Context: an optimization exercise on an open-source flow, tuned for small area, a short achievable clock period and few clock cycles. The choices shown serve that exercise and are no tape-out recipe.
Function was checked by simulation only, so behaviour that the tests miss may differ from the original.
Power figures rest on the tool's default switching activity, not on a simulated workload.

## flow/design.v (module list and top-level ports; edited modules follow where they fit)
// module dpam_mac: 7877 lines
// module dense_polynomial_add_multiply: 425 lines
module dense_polynomial_add_multiply
 #(
  parameter int MAX_DEGREE = 63
) (
  input  logic                  clk,
  input  logic                  rst,
  input  logic                  cmd_valid,
  output logic                  cmd_ready,
  input  logic [2:0]            cmd_func,
  input  logic [5:0]            cmd_exponent,
  input  logic [31:0]           cmd_coefficient,
  output logic                  result_valid,
  input  logic                  result_ready,
  output logic [5:0]            result_degree_index,
  output logic [31:0]           result_coefficient,
  output logic                  result_is_last,
  output logic [1:0]            result_error_code
);
  // ...
==> flow/run.sh <==
#!/bin/bash
# synth_recipe.tcl (not shown) runs the flow's synth.tcl, then flattens the netlist and writes it again
# the make line also repeats each setting of config.mk as NAME=value (left out here)
make -C /OpenROAD-flow-scripts/flow DESIGN_CONFIG=/design/flow/config.mk WORK_HOME=/design/flow/orfs CLKGATE_MAP_FILE= SYNTH_SCRIPT=/design/flow/synth_recipe.tcl finish
==> flow/config.mk <==
export PLATFORM = sky130hd
export DESIGN_NAME = dense_polynomial_add_multiply
export DESIGN_NICKNAME = dense_polynomial_add_multiply
export VERILOG_FILES = /design/flow/design.v
export SDC_FILE = /design/flow/constraint.sdc
export NUM_CORES = 4
export LEC_CHECK = 0
export CAP_MARGIN = 20
export CORE_MARGIN = 2
export CORE_UTILIZATION = 55
export SETUP_SLACK_MARGIN = 4.6
export SLEW_MARGIN = 20
==> flow/constraint.sdc <==
create_clock -name core_clock -period 8.3 [get_ports {clk}]
set_input_delay 1.6600 -clock core_clock [delete_from_list [all_inputs] [get_ports {clk}]]
set_output_delay 1.6600 -clock core_clock [all_outputs]
set_load 0.01 [all_outputs]
==> Implementation_results.wiki, run 1 <==
{| class="wikitable"
! Metric !! Value
|-
| Result of the run || complete, no violations
|-
| Total I/O pin count || 88
|-
| Largest registers || a_mem (2048), b_mem (2048), o_bd (192)
|-
| Drt via density || 6.702
|-
| TNS Setup || 0 ns
|-
| Maximum number of pins on one net before global-route repair || 145
|-
| Reg-to-reg slack, setup || 4.53 ns
|-
| Post-place setup slack || 2.627 ns
|-
| Mean cell area of the mapped netlist || 16.70 um2
|-
| Antenna Cells || 37
|-
| Mux contribution to synthesized area || 12.58%
|-
| Worst-case clock skew || 0.07752 ns
|-
| Antenna violation net count after detailed routing || 0
|-
| Reg-to-reg endpoint || u_mac.q1_27_15$_DFFE_PN_
|-
| Capture point of the critical path || cmd_ready
|-
| Switch Pwr || 0.01810 W
|-
| Post-synthesis adder-cell area fraction || 8.942%
|-
| CTS Buf Count || 605
|-
| Top power group || sequential cells
|-
| Synthesized netlist cell count || 16050
|-
| # rows || 256
|-
| Multi-input combinational area share || 30.67%
|-
| PnR worst setup slack || 4.328 ns
|-
| Metal1 wirelength || 334700 um
|-
| Number of clock sinks || 5688
|-
| Commonest cells after routing, fill and taps aside || 5367 x edfxtp_1, 1316 x mux4_2, 1160 x inv_1, 1023 x a22oi_1, 1004 x fa_1
|-
| Worst skew pair latency || 1.11 ns
|-
| Path length in cells of the critical path || 5
|-
| Hold Worst Slack || 0.4147 ns
|-
| Worst setup SP type || flip-flop
|-
| Most frequent standard cell in the layout excluding fill and tap cells || edfxtp_1
|-
| Area leader, netlist || edfxtp_1
|-
| Net Sw Frac || 26.44%
|-
| DP Cell Count || 22040
|}
Testbench counts, summed over its fixed seeds: cycles 13,327.
==> module dense_polynomial_add_multiply, before the edit <==
module dense_polynomial_add_multiply
 #(
  parameter int MAX_DEGREE = 63
) (
  input  logic                  clk,
  input  logic                  rst,
  input  logic                  cmd_valid,
  output logic                  cmd_ready,
  input  logic [2:0]            cmd_func,
  input  logic [5:0]            cmd_exponent,
  input  logic [31:0]           cmd_coefficient,
  output logic                  result_valid,
  input  logic                  result_ready,
  output logic [5:0]            result_degree_index,
  output logic [31:0]           result_coefficient,
  output logic                  result_is_last,
  output logic [1:0]            result_error_code
);
  logic [63:0][31:0] a_mem, b_mem;
  logic [63:0]       a_vld, b_vld;
  logic [5:0]        da, db, abase;
  logic        e_vld;
  logic [2:0]  e_func;
  logic [5:0]  e_exp;
  logic [5:0]  e_slot;      
  logic [31:0] e_coef;
  logic       sq_busy, sq_add, sq_err, sq_first, sq_wb;
  logic [5:0] sq_k, sq_s, sq_hi, sq_tgt, sq_da, sq_db, sq_rbase, sq_pa, sq_pb;
  logic [5:0] nx_lo, nx_hi, nx_pa, nx_pb;    
  logic [5:0] sq_pk2;       
  logic       d_vld, d_first, d_last, d_lastcmd, d_err, d_add, d_wb;
  logic [5:0] d_k;
  logic [3:0] d_arow [4];
  logic [3:0] d_brow [4];
  logic [1:0] d_arot, d_brot;
  logic [3:0] d_lane;
  logic        o_vld, o_first, o_last, o_lastcmd, o_err, o_wb;
  logic [5:0]  o_k;
  logic [31:0] o_a  [4];
  logic [47:0] o_bd [4];
  logic       p_vld, p_first, p_last, p_lastcmd, p_err, p_wb;    
  logic [5:0] p_k;
  logic       m_vld, m_first, m_last, m_lastcmd, m_err, m_wb;    
  logic [5:0] m_k;
  logic       c_vld, c_last, c_lastcmd, c_err, c_wb;             
  logic [5:0] c_k;
  logic       w_vld;
  logic [5:0] w_slot;
  logic       clr_pend;     
  logic       clr_d;        
  logic [63:0] am_q, bm_q;  
  logic        out_vld, out_last;
  logic [5:0]  out_idx;
  logic [31:0] out_coef;
  logic [1:0]  out_err;
  logic stall, adv;
  assign stall = out_vld && !result_ready;
  assign adv   = !stall;
  logic       phase, wpend, e_exec;
  logic       behind;
  logic       x_clr, x_lda, x_ldb, x_add, x_mul, x_clr_busy;
  logic [5:0] front;
  logic [6:0] prod_deg;
  logic [5:0] abase_nxt, abase_mul;
  assign phase     = sq_busy || d_vld;
  assign front     = d_vld ? d_k : sq_k;
  always_ff @(posedge clk) begin
    behind <= ((cmd_ready && cmd_valid) ? cmd_exponent : e_exp) < front;
  end
  assign wpend     = (d_vld && d_wb) || (o_vld && o_wb) || (p_vld && p_wb) ||
                     (m_vld && m_wb) || (c_vld && c_wb) || w_vld;
  assign prod_deg  = {1'b0, da} + {1'b0, db};
  assign abase_mul = abase - db;
  assign abase_nxt = (x_mul && !prod_deg[6]) ? abase_mul : abase;
  always_comb begin
    e_exec = 1'b0;
    if (e_vld) begin
      unique case (e_func)
        dpam_pkg::FUNC_CLEAR:  e_exec = !phase || (!clr_pend && !sq_err);
        dpam_pkg::FUNC_LOAD_A: e_exec = phase ? (clr_pend && behind) : !wpend;
        dpam_pkg::FUNC_LOAD_B: e_exec = !phase || (clr_pend && sq_add && behind);
        dpam_pkg::FUNC_ADD,
        dpam_pkg::FUNC_MUL:    e_exec = !phase && !wpend;
        default:               e_exec = 1'b1;
      endcase
    end
  end
  assign x_clr      = e_exec && e_func == dpam_pkg::FUNC_CLEAR;
  assign x_lda      = e_exec && e_func == dpam_pkg::FUNC_LOAD_A;
  assign x_ldb      = e_exec && e_func == dpam_pkg::FUNC_LOAD_B;
  assign x_add      = e_exec && e_func == dpam_pkg::FUNC_ADD;
  assign x_mul      = e_exec && e_func == dpam_pkg::FUNC_MUL;
  assign x_clr_busy = x_clr && phase;
  assign cmd_ready = !e_vld || e_exec;
  always_ff @(posedge clk) begin
    if (rst) begin
      e_vld <= 1'b0;
    end else if (cmd_ready) begin
      e_vld <= cmd_valid;
    end
  end
  always_ff @(posedge clk) begin
    if (cmd_ready && cmd_valid) begin
      e_func <= cmd_func;
      e_exp  <= cmd_exponent;
      e_coef <= cmd_coefficient;
      e_slot <= (x_mul && !prod_deg[6]) ? cmd_exponent + abase_mul
                                        : cmd_exponent + abase;
    end
  end
  always_ff @(posedge clk) begin
    if (rst) begin
      da    <= '0;
      db    <= '0;
      abase <= '0;
    end else begin
      abase <= abase_nxt;
      if (x_clr) begin
        da <= '0;
        db <= '0;
      end
      if (x_lda && e_exp > da) da <= e_exp;
      if (x_ldb && e_exp > db) db <= e_exp;
      if (x_add && db > da) da <= db;
      if (x_mul && !prod_deg[6]) da <= prod_deg[5:0];
    end
  end
  logic        w_en, rd_adv, leave, ph_end, clr_act;
  logic [5:0]  a_wslot, lv_slot;
  logic [31:0] a_wd;
  assign w_en    = w_vld && !x_clr;
  assign a_wslot = x_lda ? e_slot : w_slot;
  assign a_wd    = x_lda ? e_coef : out_coef;
  assign rd_adv  = d_vld && adv;
  assign clr_act = clr_pend || x_clr_busy;
  assign leave   = rd_adv && d_last && !d_err && clr_act;
  assign ph_end  = rd_adv && d_lastcmd;
  assign lv_slot = d_k + abase;
  always_ff @(posedge clk) begin
    for (int w = 0; w < 64; w++) begin
      if ((x_lda || w_en) && a_wslot == 6'(w)) a_mem[w] <= a_wd;
      if (x_ldb && e_exp == 6'(w))             b_mem[w] <= e_coef;
    end
  end
  always_ff @(posedge clk) begin
    for (int w = 0; w < 64; w++) begin
      am_q[w] <= 6'(6'(w) - abase) < front;
      bm_q[w] <= 6'(w) < front;
    end
  end
  always_ff @(posedge clk) begin
    if (rst) begin
      clr_pend <= 1'b0;
      clr_d    <= 1'b0;
    end else begin
      clr_d <= x_clr_busy;
      if (ph_end) begin
        clr_pend <= 1'b0;
      end else if (x_clr_busy) begin
        clr_pend <= 1'b1;
      end
    end
  end
  always_ff @(posedge clk) begin
    if (rst || (x_clr && !phase)) begin
      a_vld <= '0;
    end else begin
      for (int w = 0; w < 64; w++) begin
        if ((x_lda || w_en) && a_wslot == 6'(w)) begin
          a_vld[w] <= 1'b1;
        end else if ((clr_d && am_q[w]) || (leave && lv_slot == 6'(w))) begin
          a_vld[w] <= 1'b0;
        end
      end
    end
  end
  always_ff @(posedge clk) begin
    if (rst || (x_clr && !phase) || (clr_act && ph_end && !d_add)) begin
      b_vld <= '0;
    end else begin
      for (int w = 0; w < 64; w++) begin
        if (x_ldb && e_exp == 6'(w)) begin
          b_vld[w] <= 1'b1;
        end else if ((sq_add && clr_d && bm_q[w]) || (d_add && leave && d_k == 6'(w))) begin
          b_vld[w] <= 1'b0;
        end
      end
    end
  end
  logic [5:0] hs;           
  logic       win_last;     
  logic       kdone;        
  logic       issue, gt2;
  logic [5:0] k2, lo2, hi2, pb2;
  assign hs       = sq_hi - sq_s;
  assign win_last = sq_add || sq_err || hs < 6'd4;
  assign kdone    = sq_k == sq_tgt;
  assign issue    = sq_busy && adv;
  assign k2       = sq_k + 6'd2;
  assign gt2      = k2 > sq_db;
  assign lo2      = gt2 ? k2 - sq_db : 6'd0;
  assign hi2      = (k2 < sq_da) ? k2 : sq_da;
  assign pb2      = sq_add ? k2 + 6'd1 : (gt2 ? sq_db : k2);
  always_ff @(posedge clk) begin
    if (rst) begin
      sq_busy <= 1'b0;
    end else if (x_add || x_mul) begin
      sq_busy <= 1'b1;
    end else if (issue && win_last && kdone) begin
      sq_busy <= 1'b0;
    end
  end
  always_ff @(posedge clk) begin
    if (x_add || x_mul) begin
      sq_add   <= x_add;
      sq_err   <= x_mul && prod_deg[6];
      sq_wb    <= !(x_mul && prod_deg[6]);
      sq_first <= 1'b1;
      sq_k     <= '0;
      sq_s     <= '0;
      sq_hi    <= '0;
      sq_rbase <= abase;
      sq_pa    <= abase;
      sq_pk2   <= abase + 6'd2 - (x_add ? 6'd0 : db);
      if (x_add) begin
        sq_tgt <= (db > da) ? db : da;
        sq_da  <= (db > da) ? db : da;
        sq_db  <= '0;
        sq_pb  <= 6'd1;
        nx_lo  <= 6'd1;
        nx_hi  <= 6'd1;
        nx_pa  <= abase + 6'd1;
        nx_pb  <= 6'd2;
      end else begin
        sq_tgt <= prod_deg[6] ? 6'd0 : prod_deg[5:0];
        sq_da  <= da;
        sq_db  <= db;
        sq_pb  <= 6'd0;
        nx_lo  <= (db == 6'd0) ? 6'd1 : 6'd0;
        nx_hi  <= (da == 6'd0) ? 6'd0 : 6'd1;
        nx_pa  <= abase + ((db == 6'd0) ? 6'd1 : 6'd0);
        nx_pb  <= (db == 6'd0) ? 6'd0 : 6'd1;
      end
    end else begin
      if (x_clr) sq_wb <= 1'b0;
      if (issue) begin
        if (win_last) begin
          sq_k     <= sq_k + 6'd1;
          sq_s     <= nx_lo;
          sq_hi    <= nx_hi;
          sq_pa    <= nx_pa;
          sq_pb    <= nx_pb;
          sq_first <= 1'b1;
          nx_lo    <= lo2;
          nx_hi    <= hi2;
          nx_pa    <= gt2 ? sq_pk2 : sq_rbase;
          sq_pk2   <= sq_pk2 + 6'd1;
          nx_pb    <= pb2;
        end else begin
          sq_s     <= sq_s + 6'd4;
          sq_pa    <= sq_pa + 6'd4;
          sq_pb    <= sq_pb - 6'd4;
          sq_first <= 1'b0;
        end
      end
    end
  end
  always_ff @(posedge clk) begin
    if (rst) begin
      d_vld <= 1'b0;
    end else if (adv) begin
      d_vld <= sq_busy;
    end
  end
  always_ff @(posedge clk) begin
    if (adv) begin
      for (int b = 0; b < 4; b++) begin
        d_arow[b] <= sq_pa[5:2] + ((2'(b) < sq_pa[1:0]) ? 4'd1 : 4'd0);
        d_brow[b] <= sq_pb[5:2] - ((2'(b) > sq_pb[1:0]) ? 4'd1 : 4'd0);
      end
      for (int l = 0; l < 4; l++) begin
        d_lane[l] <= !sq_err && (sq_add ? (l < 2) : (6'(l) <= hs));
      end
      d_arot    <= sq_pa[1:0];
      d_brot    <= sq_pb[1:0];
      d_first   <= sq_first;
      d_last    <= win_last;
      d_lastcmd <= win_last && kdone;
      d_err     <= sq_err;
      d_add     <= sq_add;
      d_k       <= sq_k;
    end
  end
  always_ff @(posedge clk) begin
    if (x_clr) begin
      d_wb <= 1'b0;
      o_wb <= 1'b0;
      p_wb <= 1'b0;
      m_wb <= 1'b0;
      c_wb <= 1'b0;
    end else if (adv) begin
      d_wb <= sq_wb;
      o_wb <= d_wb;
      p_wb <= o_wb;
      m_wb <= p_wb;
      c_wb <= m_wb;
    end
  end
  logic [31:0] ab_d [4];    
  logic        ab_v [4];
  logic [31:0] bb_d [4];    
  logic        bb_v [4];
  logic [31:0] ra [4];      
  logic [31:0] rb [4];
  logic [47:0] rbd [4];     
  always_comb begin
    for (int b = 0; b < 4; b++) begin
      ab_d[b] = a_mem[{d_arow[b], 2'(b)}];
      ab_v[b] = a_vld[{d_arow[b], 2'(b)}];
      bb_d[b] = b_mem[{d_brow[b], 2'(b)}];
      bb_v[b] = b_vld[{d_brow[b], 2'(b)}];
    end
  end
  always_comb begin
    for (int l = 0; l < 4; l++) begin
      logic [1:0] ba, bbk;
      ba  = d_arot + 2'(l);
      bbk = d_brot - 2'(l);
      ra[l] = (d_lane[l] && ab_v[ba])  ? ab_d[ba]  : 32'd0;
      rb[l] = (d_lane[l] && bb_v[bbk]) ? bb_d[bbk] : 32'd0;
    end
    if (d_add) begin
      rb[0] = 32'd1;
      ra[1] = 32'd1;
    end
    for (int l = 0; l < 4; l++) begin
      for (int r = 0; r < 16; r++) begin
        logic bm1, b0, b1;
        bm1 = (r == 0) ? 1'b0 : rb[l][2*r-1];
        b0  = rb[l][2*r];
        b1  = rb[l][2*r+1];
        rbd[l][3*r]   = b0 ^ bm1;                                 
        rbd[l][3*r+1] = (b1 & ~b0 & ~bm1) | (~b1 & b0 & bm1);    
        rbd[l][3*r+2] = b1;                                       
      end
    end
  end
  always_ff @(posedge clk) begin
    if (rst) begin
      o_vld <= 1'b0;
      p_vld <= 1'b0;
      m_vld <= 1'b0;
      c_vld <= 1'b0;
      w_vld <= 1'b0;
    end else begin
      if (adv) begin
        o_vld <= d_vld;
        p_vld <= o_vld;
        m_vld <= p_vld;
        c_vld <= m_vld;
      end
      w_vld <= adv && c_vld && c_last && c_wb && !x_clr;
    end
  end
  always_ff @(posedge clk) begin
    if (adv) begin
      o_first   <= d_first;
      o_last    <= d_last;
      o_lastcmd <= d_lastcmd;
      o_err     <= d_err;
      o_k       <= d_k;
      for (int l = 0; l < 4; l++) begin
        o_a[l]  <= ra[l];
        o_bd[l] <= rbd[l];
      end
      p_first   <= o_first;
      p_last    <= o_last;
      p_lastcmd <= o_lastcmd;
      p_err     <= o_err;
      p_k       <= o_k;
      m_first   <= p_first;
      m_last    <= p_last;
      m_lastcmd <= p_lastcmd;
      m_err     <= p_err;
      m_k       <= p_k;
      c_last    <= m_last;
      c_lastcmd <= m_lastcmd;
      c_err     <= m_err;
      c_k       <= m_k;
    end
    w_slot <= c_k + abase;
  end
  logic [31:0] sum;
  dpam_mac u_mac (
    .clk    (clk),
    .en     (adv),
    .acc_en (adv && m_vld),
    .first  (m_first),
    .a0     (o_a[0]),  .a1  (o_a[1]),  .a2  (o_a[2]),  .a3  (o_a[3]),
    .bd0    (o_bd[0]), .bd1 (o_bd[1]), .bd2 (o_bd[2]), .bd3 (o_bd[3]),
    .sum    (sum)
  );
  always_ff @(posedge clk) begin
    if (rst) begin
      out_vld <= 1'b0;
    end else if (adv && c_vld && c_last) begin
      out_vld <= 1'b1;
    end else if (result_ready) begin
      out_vld <= 1'b0;
    end
  end
  always_ff @(posedge clk) begin
    if (adv && c_vld && c_last) begin
      out_idx  <= c_k;
      out_coef <= sum;
      out_last <= c_lastcmd;
      out_err  <= c_err ? dpam_pkg::ERR_PRODUCT : dpam_pkg::ERR_NONE;
    end
  end
  assign result_valid        = out_vld;
  assign result_degree_index = out_idx;
  assign result_coefficient  = out_coef;
  assign result_is_last      = out_last;
  assign result_error_code   = out_err;
endmodule
==> run 2: changes to the inputs <==
--- a/flow/design.v
+++ b/flow/design.v
@@ -7937,3 +7937,3 @@
   logic       d_vld, d_first, d_last, d_lastcmd, d_err, d_add, d_wb;
-  logic [5:0] d_k;
+  logic [5:0] d_k, d_slot;   
   logic [3:0] d_arow [4];
@@ -7943,3 +7943,3 @@
   logic        o_vld, o_first, o_last, o_lastcmd, o_err, o_wb;
-  logic [5:0]  o_k;
+  logic [5:0]  o_k, o_slot;
   logic [31:0] o_a  [4];
@@ -7947,7 +7947,7 @@
   logic       p_vld, p_first, p_last, p_lastcmd, p_err, p_wb;    
-  logic [5:0] p_k;
+  logic [5:0] p_k, p_slot;
   logic       m_vld, m_first, m_last, m_lastcmd, m_err, m_wb;    
-  logic [5:0] m_k;
+  logic [5:0] m_k, m_slot;
   logic       c_vld, c_last, c_lastcmd, c_err, c_wb;             
-  logic [5:0] c_k;
+  logic [5:0] c_k, c_slot;
   logic       w_vld;
@@ -7964,4 +7964,7 @@
   assign adv   = !stall;
-  logic       phase, wpend, e_exec;
-  logic       behind;
+  logic       phase, wpend, late_ok, e_exec;
+  logic       behind, behind_b;
+  logic [5:0] bshift;       
+  logic [5:0] bfront;       
+  logic       bfront_ok;    
   logic       x_clr, x_lda, x_ldb, x_add, x_mul, x_clr_busy;
@@ -7972,4 +7975,7 @@
   assign front     = d_vld ? d_k : sq_k;
+  assign bfront    = front - bshift;
+  assign bfront_ok = front > bshift;
   always_ff @(posedge clk) begin
-    behind <= ((cmd_ready && cmd_valid) ? cmd_exponent : e_exp) < front;
+    behind   <= nxt_exp < front;
+    behind_b <= bfront_ok && nxt_exp < bfront;
   end
@@ -7978,2 +7984,3 @@
   assign prod_deg  = {1'b0, da} + {1'b0, db};
+  assign late_ok   = sq_tgt >= 6'd8;
   assign abase_mul = abase - db;
@@ -7985,6 +7992,6 @@
         dpam_pkg::FUNC_CLEAR:  e_exec = !phase || (!clr_pend && !sq_err);
-        dpam_pkg::FUNC_LOAD_A: e_exec = phase ? (clr_pend && behind) : !wpend;
-        dpam_pkg::FUNC_LOAD_B: e_exec = !phase || (clr_pend && sq_add && behind);
+        dpam_pkg::FUNC_LOAD_A: e_exec = !wpend && (!phase || (clr_pend && behind));
+        dpam_pkg::FUNC_LOAD_B: e_exec = !phase || (clr_pend && behind_b);
         dpam_pkg::FUNC_ADD,
-        dpam_pkg::FUNC_MUL:    e_exec = !phase && !wpend;
+        dpam_pkg::FUNC_MUL:    e_exec = !phase && (!wpend || late_ok);
         default:               e_exec = 1'b1;
@@ -7999,3 +8006,16 @@
   assign x_clr_busy = x_clr && phase;
-  assign cmd_ready = !e_vld || e_exec;
+  logic        s_vld;
+  logic [2:0]  s_func;
+  logic [5:0]  s_exp;
+  logic [31:0] s_coef;
+  logic        take, e_free;
+  logic [2:0]  nxt_func;
+  logic [5:0]  nxt_exp;
+  logic [31:0] nxt_coef;
+  assign cmd_ready = !s_vld;
+  assign take      = cmd_valid && !s_vld;
+  assign e_free    = !e_vld || e_exec;
+  assign nxt_func  = e_free ? (s_vld ? s_func : cmd_func)        : e_func;
+  assign nxt_exp   = e_free ? (s_vld ? s_exp  : cmd_exponent)    : e_exp;
+  assign nxt_coef  = s_vld ? s_coef : cmd_coefficient;
   always_ff @(posedge clk) begin
@@ -8003,4 +8023,8 @@
       e_vld <= 1'b0;
-    end else if (cmd_ready) begin
-      e_vld <= cmd_valid;
+      s_vld <= 1'b0;
+    end else if (e_free) begin
+      e_vld <= s_vld || take;
+      s_vld <= 1'b0;
+    end else if (take) begin
+      s_vld <= 1'b1;
     end
@@ -8008,8 +8032,13 @@
   always_ff @(posedge clk) begin
-    if (cmd_ready && cmd_valid) begin
-      e_func <= cmd_func;
-      e_exp  <= cmd_exponent;
-      e_coef <= cmd_coefficient;
-      e_slot <= (x_mul && !prod_deg[6]) ? cmd_exponent + abase_mul
-                                        : cmd_exponent + abase;
+    if (take) begin
+      s_func <= cmd_func;
+      s_exp  <= cmd_exponent;
+      s_coef <= cmd_coefficient;
+    end
+    if (e_free) begin
+      e_func <= nxt_func;
+      e_exp  <= nxt_exp;
+      e_coef <= nxt_coef;
+      if (x_mul && !prod_deg[6]) e_slot <= s_vld ? s_exp + abase_mul : cmd_exponent + abase_mul;
+      else                       e_slot <= s_vld ? s_exp + abase     : cmd_exponent + abase;
     end
@@ -8034,5 +8063,6 @@
   logic        w_en, rd_adv, leave, ph_end, clr_act;
-  logic [5:0]  a_wslot, lv_slot;
+  logic [5:0]  a_wslot, lv_slot, lv_bslot;
+  logic        lv_bok;
   logic [31:0] a_wd;
-  assign w_en    = w_vld && !x_clr;
+  assign w_en    = w_vld && !kill_w;
   assign a_wslot = x_lda ? e_slot : w_slot;
@@ -8043,3 +8073,6 @@
   assign ph_end  = rd_adv && d_lastcmd;
-  assign lv_slot = d_k + abase;
+  assign lv_slot = d_slot;
+  assign bshift   = sq_add ? 6'd0 : sq_da;
+  assign lv_bok   = d_k >= bshift;
+  assign lv_bslot = d_k - bshift;
   always_ff @(posedge clk) begin
@@ -8053,3 +8086,3 @@
       am_q[w] <= 6'(6'(w) - abase) < front;
-      bm_q[w] <= 6'(w) < front;
+      bm_q[w] <= bfront_ok && 6'(w) < bfront;
     end
@@ -8083,3 +8116,3 @@
   always_ff @(posedge clk) begin
-    if (rst || (x_clr && !phase) || (clr_act && ph_end && !d_add)) begin
+    if (rst || (x_clr && !phase)) begin
       b_vld <= '0;
@@ -8089,3 +8122,3 @@
           b_vld[w] <= 1'b1;
-        end else if ((sq_add && clr_d && bm_q[w]) || (d_add && leave && d_k == 6'(w))) begin
+        end else if ((clr_d && bm_q[w]) || (leave && lv_bok && lv_bslot == 6'(w))) begin
           b_vld[w] <= 1'b0;
@@ -8197,18 +8230,39 @@
       d_k       <= sq_k;
+      d_slot    <= sq_k + abase;
     end
   end
+  logic cur_ph, d_ph, o_ph, p_ph, m_ph, c_ph, w_ph;
+  logic kill_o, kill_p, kill_m, kill_c, kill_w;
+  assign kill_o = x_clr && (!phase || o_ph == cur_ph);
+  assign kill_p = x_clr && (!phase || p_ph == cur_ph);
+  assign kill_m = x_clr && (!phase || m_ph == cur_ph);
+  assign kill_c = x_clr && (!phase || c_ph == cur_ph);
+  assign kill_w = x_clr && (!phase || w_ph == cur_ph);
   always_ff @(posedge clk) begin
-    if (x_clr) begin
-      d_wb <= 1'b0;
-      o_wb <= 1'b0;
-      p_wb <= 1'b0;
-      m_wb <= 1'b0;
-      c_wb <= 1'b0;
-    end else if (adv) begin
-      d_wb <= sq_wb;
-      o_wb <= d_wb;
-      p_wb <= o_wb;
-      m_wb <= p_wb;
-      c_wb <= m_wb;
+    if (rst) begin
+      cur_ph <= 1'b0;
+    end else if (x_add || x_mul) begin
+      cur_ph <= !cur_ph;
+    end
+  end
+  always_ff @(posedge clk) begin
+    if (adv) begin
+      d_wb <= sq_wb && !x_clr;
+      o_wb <= d_wb && !x_clr;
+      p_wb <= o_wb && !kill_o;
+      m_wb <= p_wb && !kill_p;
+      c_wb <= m_wb && !kill_m;
+      d_ph <= cur_ph;
+      o_ph <= d_ph;
+      p_ph <= o_ph;
+      m_ph <= p_ph;
+      c_ph <= m_ph;
+    end else begin
+      d_wb <= d_wb && !x_clr;
+      o_wb <= o_wb && !kill_o;
+      p_wb <= p_wb && !kill_p;
+      m_wb <= m_wb && !kill_m;
+      c_wb <= c_wb && !kill_c;
     end
+    w_ph <= c_ph;
   end
@@ -8267,3 +8321,3 @@
       end
-      w_vld <= adv && c_vld && c_last && c_wb && !x_clr;
+      w_vld <= adv && c_vld && c_last && c_wb && !kill_c;
     end
@@ -8277,2 +8331,3 @@
       o_k       <= d_k;
+      o_slot    <= d_slot;
       for (int l = 0; l < 4; l++) begin
@@ -8286,2 +8341,3 @@
       p_k       <= o_k;
+      p_slot    <= o_slot;
       m_first   <= p_first;
@@ -8291,2 +8347,3 @@
       m_k       <= p_k;
+      m_slot    <= p_slot;
       c_last    <= m_last;
@@ -8295,4 +8352,5 @@
       c_k       <= m_k;
+      c_slot    <= m_slot;
     end
-    w_slot <= c_k + abase;
+    w_slot <= c_slot;
   end
--- a/flow/config.mk
+++ b/flow/config.mk
@@ -10,3 +10,3 @@
 export CORE_UTILIZATION = 55
-export SETUP_SLACK_MARGIN = 4.6
+export SETUP_SLACK_MARGIN = 4.7
 export SLEW_MARGIN = 20
==> run 2 against run 1 <==
- still clean
- total power rose by 27%
- wire length shrank 2.3%
- die area up 1.4%
- combinational power grew to 2.6 times the previous value
- synthesized area rose by 1.4%
- critical path type is now flip-flop to flip-flop
- largest power group unchanged
==> Implementation_results.wiki, run 2 <==
{| class="wikitable"
! Metric !! Value
|-
| Antenna violations before repair || 49 (was 57)
|-
| Global-route track usage on met3 || 8.059% (was 8.773%)
|-
| Post-synthesis compound-gate area fraction || 5.287% (was 5.388%)
|-
| Shortest clock period the worst path allows after layout || 3.782 ns (was 3.972 ns)
|-
| Routability Congestion || 0.9585 (was 1.007)
|-
| Commonest cells after routing, fill and taps aside || 5449 x edfxtp_1, 1309 x mux4_2, 1171 x inv_1, 1025 x a22oi_1, 1002 x fa_1 (was 5367 x edfxtp_1, 1316 x mux4_2, 1160 x inv_1, 1023 x a22oi_1, 1004 x fa_1)
|-
| Port-buffer cells || 86 (unchanged)
|-
| Number of optimization iterations in the first detailed-route pass || 9 (unchanged)
|-
| Element type at the critical path end || flip-flop (was output port)
|-
| Post-synth EDFFs || 5449 (was 5367)
|-
| Average wire per cell in the routed design || 37.31 um (was 39.03 um)
|-
| Detailed-placement wirelength estimate || 568000 um (was 583400 um)
|-
| Area leader, netlist || edfxtp_1 (unchanged)
|-
| Total number of vias || 156000 (was 156400)
|-
| Total I/O pin count || 88 (unchanged)
|-
| CTS max path bufs || 4 (unchanged)
|-
| Area of the core || 492900 um2 (was 485900 um2)
|-
| Lkg Pwr || 106.8 nW (was 104.3 nW)
|-
| Number of levels the H-tree was split into || 6 (unchanged)
|-
| Cell area after synthesis || 271900 um2 (was 268100 um2)
|-
| Register bit total from synthesis || 5768 (was 5688)
|-
| Count leader, synth || edfxtp_1 (unchanged)
|-
| Sequential fraction of the synthesis area || 62.54% (was 62.51%)
|-
| Most numerous cell types in the synthesized netlist || 5449 x edfxtp_1, 1309 x mux4_2, 1258 x inv_1, 1030 x a22oi_1, 1008 x fa_1 (was 5367 x edfxtp_1, 1316 x mux4_2, 1284 x inv_1, 1026 x a22oi_1, 1007 x fa_1)
|-
| Layout Nets || 18170 (was 17710)
|-
| Combinational family with the most area after synthesis || multiplexers (unchanged)
|-
| Dominant register cell in the synthesized netlist || edfxtp_1 (unchanged)
|-
| Maximum number of pins on one net before global-route repair || 169 (was 145)
|-
| Drt via density || 6.540 (was 6.702)
|-
| Worst setup SP type || flip-flop (unchanged)
|-
| Worst IR Drop VDD || 0.3132 mV (was 0.2249 mV)
|-
| Die height || 707.1 um (was 702.2 um)
|-
| Clock-pin slew on the worst setup and hold paths || 0.06 ns (about the same)
|-
| Slew at the pin with the worst max-slew slack || 1.394 ns (was 1.242 ns)
|-
| CTS Buf Count || 611 (was 605)
|-
| Critical-path maximum fanout || 4 (was 2)
|-
| Maxcap violations || 0 (unchanged)
|-
| Root buffer selected by CTS || clkbuf_16 (unchanged)
|-
| Max transition margin || 7.052% (was 17.18%)
|-
| Fill cell total of the finished layout || 35100 (was 35200)
|-
| Met1 usage in global routing || 47.75% (was 49.77%)
|-
| Synthesized netlist cell count || 16450 (was 16050)
|-
| Die area || 499900 um2 (was 493100 um2)
|-
| Worst skew pair latency || 1.11 ns (about the same)
|-
| Overall Global Routing Usage || 35.04% (was 36.86%)
|-
| Count of warnings emitted by yosys || 24 (unchanged)
|-
| Synth Net Count || 17820 (was 17410)
|-
| Antenna violation net count after detailed routing || 0 (unchanged)
|-
| Largest registers || a_mem (2048), b_mem (2048), o_bd (192) (unchanged)
|-
| Type of the setup path with the least slack || flip-flop to flip-flop (was flip-flop to output port)
|-
| Biggest area contributors in the synthesized netlist || edfxtp_1 60%, mux4_2 11%, fa_1 7.4% (was edfxtp_1 60%, mux4_2 11%, fa_1 7.5%)
|-
| DRC marker count from the first detailed-route iteration || 22420 (was 23060)
|-
| Post-synth cell types || 90 (was 74)
|-
| Met2 GRT Util || 54.47% (was 56.36%)
|-
| Area added between synthesis and finish || 13.40% (was 11.82%)
|-
| Most frequent standard cell in the layout excluding fill and tap cells || edfxtp_1 (unchanged)
|-
| Simple-Gate Fraction of Synth Area || 2.885% (was 2.500%)
|-
| RSZ-0062 raised after global routing || yes (unchanged)
|-
| Final number of max-transition violations || 0 (unchanged)
|-
| Die outline width || 707.1 um (was 702.2 um)
|-
| Hold Worst Slack || 0.3392 ns (was 0.4147 ns)
|-
| First-pass GRT wire length || 1218000 um (was 1246000 um)
|-
| Tcrit/Tclk final || 45.57% (was 47.85%)
|-
| Power per cell area || 282.3 nW/um2 (was 228.4 nW/um2)
|-
| Worst-case clock skew || 0.08540 ns (was 0.07752 ns)
|-
| Mux contribution to synthesized area || 12.45% (was 12.58%)
|-
| Share of cells above drive strength 1 || 20.97% (was 19.57%)
|-
| Post-synthesis share of cell area spent on xor and xnor gates || 4.610% (was 4.652%)
|-
| Share of the synthesized area in the top cell type || 60.19% (was 60.11%)
|-
| Layer with the highest usage || met2 (unchanged)
|-
| # rows || 258 (was 256)
|-
| Hold Violations, Final || 0 (unchanged)
|-
| Number of buffers inserted for hold repair after clock tree synthesis || 0 (unchanged)
|-
| Number of clock sinks || 5768 (was 5688)
|-
| Proportion of synthesized flip-flops having asynchronous set or reset || 0% (unchanged)
|-
| Post-synthesis adder-cell area fraction || 8.877% (was 8.942%)
|-
| Number of remaining DRC errors || 0 (unchanged)
|-
| Sum of routed wire length over all layers || 889800 um (was 910800 um)
|-
| Achievable Freq || 264.4 MHz (was 251.8 MHz)
|-
| TritonCTS clock tree || yes (unchanged)
|-
| Starting density of the core || 55.15% (was 55.18%)
|-
| Vias in the first global route || 156500 (was 156800)
|-
| Signal arrival time at the worst endpoint || 4.57 ns (was 2.31 ns)
|-
| Final count of negative-setup-slack endpoints || 0 (unchanged)
|-
| Mean cell area of the mapped netlist || 16.53 um2 (was 16.70 um2)
|-
| Required time worst endpoint || 9.08 ns (was 6.64 ns)
|-
| Hold/Removal Path Class || flip-flop to flip-flop (unchanged)
|-
| Overflow left after global routing || 0 (unchanged)
|-
| TNS Setup || 0 ns (unchanged)
|-
| Result of the run || complete, no violations (unchanged)
|}
-- run 2: cell count changes in the layout (fill, tap and decap cells not counted), sizes merged, moves of 27 or more --
cell / change
a21oi: +87
nor2: +106
clkbuf: +37
inv: -27
edfxtp: +82
mux2: +37
nor4b: -27
nor3: +82
o21ba: +48
nand2: +50
a211oi: -55
-- run 2: kinds of logic (layout without fill, tap and decap cells) --
group | Yosys count | after routing
AO/OA/AOI/OAI | 2084 | 2087
XOR/XNOR | 1431 | 1431
adder cells (fa/ha/maj) | 1324 | 1324
buffers and inverters | 2359 | 3202
flip-flops | 5768 | 5768
multiplexers | 1716 | 1716
other | 1 | 54
AND/OR/NAND/NOR | 1765 | 1767
-- run 2: path summary, 6_finish.rpt --
| kind | startpoint | end | slack, ns | cells past startpoint |
|---|---|---|---|---|
| worst max register to register | e_func[0]$_DFFE_PN_ | e_slot[5]$_DFFE_PN_ | 4.52 | 15 |
| worst max-delay path | e_func[0]$_DFFE_PN_ | e_slot[5]$_DFFE_PN_ | 4.52 | 15 |
| worst min-delay path | c_slot[4]$_DFFE_PN_ | w_slot[4]$_DFF_P_ | 0.34 | 0 |
| worst min register to register | c_slot[4]$_DFFE_PN_ | w_slot[4]$_DFF_P_ | 0.34 | 0 |
-- run 2: layout make-up --
class | instances | area [um2] | share of cell area [%]
clock inverters | 359 | 3847 | 1.248
inverters | 1266 | 5281 | 1.713
repair buffers | 827 | 10270 | 3.332
multi-input cells | 8326 | 94570 | 30.67
clock buffers | 745 | 15970 | 5.181
well taps | 6500 | 8133 | 2.638
repair inverters | 5 | 51.30 | 0.01664
flip-flops and latches | 5768 | 170000 | 55.16
diodes | 53 | 132.6 | 0.04302
-- run 2: worst max-delay path, stage by stage, from the launching register on --
cell      delay (ns)
edfxtp_1        0.41
or3b_1          0.41
and2_4          0.17
a211oi_4        0.29
o31ai_4         0.12
or2_4           0.31
inv_4           0.08
and3_4          0.22
mux2_4          0.33
ha_4            0.21
a21o_1          0.16
a21oi_2         0.17
o21bai_1        0.12
a21oi_2         0.18
xor2_1          0.19
xnor2_1         0.13
-- run 2: metal layers --
metal	wire length (um)	vias up	part of all wire, %
li1	-	62620	-
met1	336300	82170	38
met2	411300	9436	46
met3	94990	1743	11
met4	47120	8	5.3
met5	56	-	0.0063
-- run 2: repair_timing --
item / CTS / global route
resized for setup: 599 / 470
cloned: 29 / 45
pin swaps: 30 / 46
setup endpoints to repair: 7522 / 5969
setup buffers: 90 / 102
-- run 2: through the flow --
step	util, %	total power, W	area [um2]	worst slack, ns	instances
after detailed placement	57.02	0.05970	281100	3.119	22420
after global placement	56.98	0.05923	280900	3.073	22420
after CTS	61.77	0.08703	304500	4.327	23650
final	62.54	0.08703	308300	4.518	23850
after floorplan	-	0.05010	271900	3.287	16450
after global routing	62.53	0.09053	308200	4.321	23830
-- run 2: where the power goes --
part / total (W) / leakage [nW] / switching (W) / internal, W
clock network: 0.0271 / 9.57 / 0.0118 / 0.0153
registers: 0.0358 / 54.9 / 0.00134 / 0.0344
logic: 0.0241 / 42.3 / 0.0149 / 0.00924
total: 0.0870 / 107 / 0.0281 / 0.0590
Testbench counts of run 2, summed over its fixed seeds: cycles 12,999.

port drivers added, routing unchanged:
Ports are ideal in the flow. The routed layouts listed here were re-timed in OpenROAD.
Step 1 sets driving cells, clkbuf_16 on the clock port and buf_2 on the other inputs (assumed; they add their load-dependent delay and slew).
Step 2 moves the port delays by t, midway between the first and last clock arrival at a register: inputs arrive t later, outputs are due t later. That takes back most of the time a late clock gives input paths.
Slacks: no drivers / after step 1 / after step 2; pairs: no drivers / after step 1.
run	t, ns	setup WS [ns]	worst setup path after step 2	latest minus earliest clock arrival (ns)	worst data-port slew with drivers (ns)
run 1	1.201	4.328 / 4.208 / 3.571	input to register	0.091 / 0.090	0.04
run 2	1.185	4.518 / 4.518 / 3.573	input to register	0.091 / 0.091	0.06
After both steps every run listed still meets setup and hold. The setup slack of run 2, which loses most, moves by 0.000 ns with the drivers and by -0.945 ns with both steps.
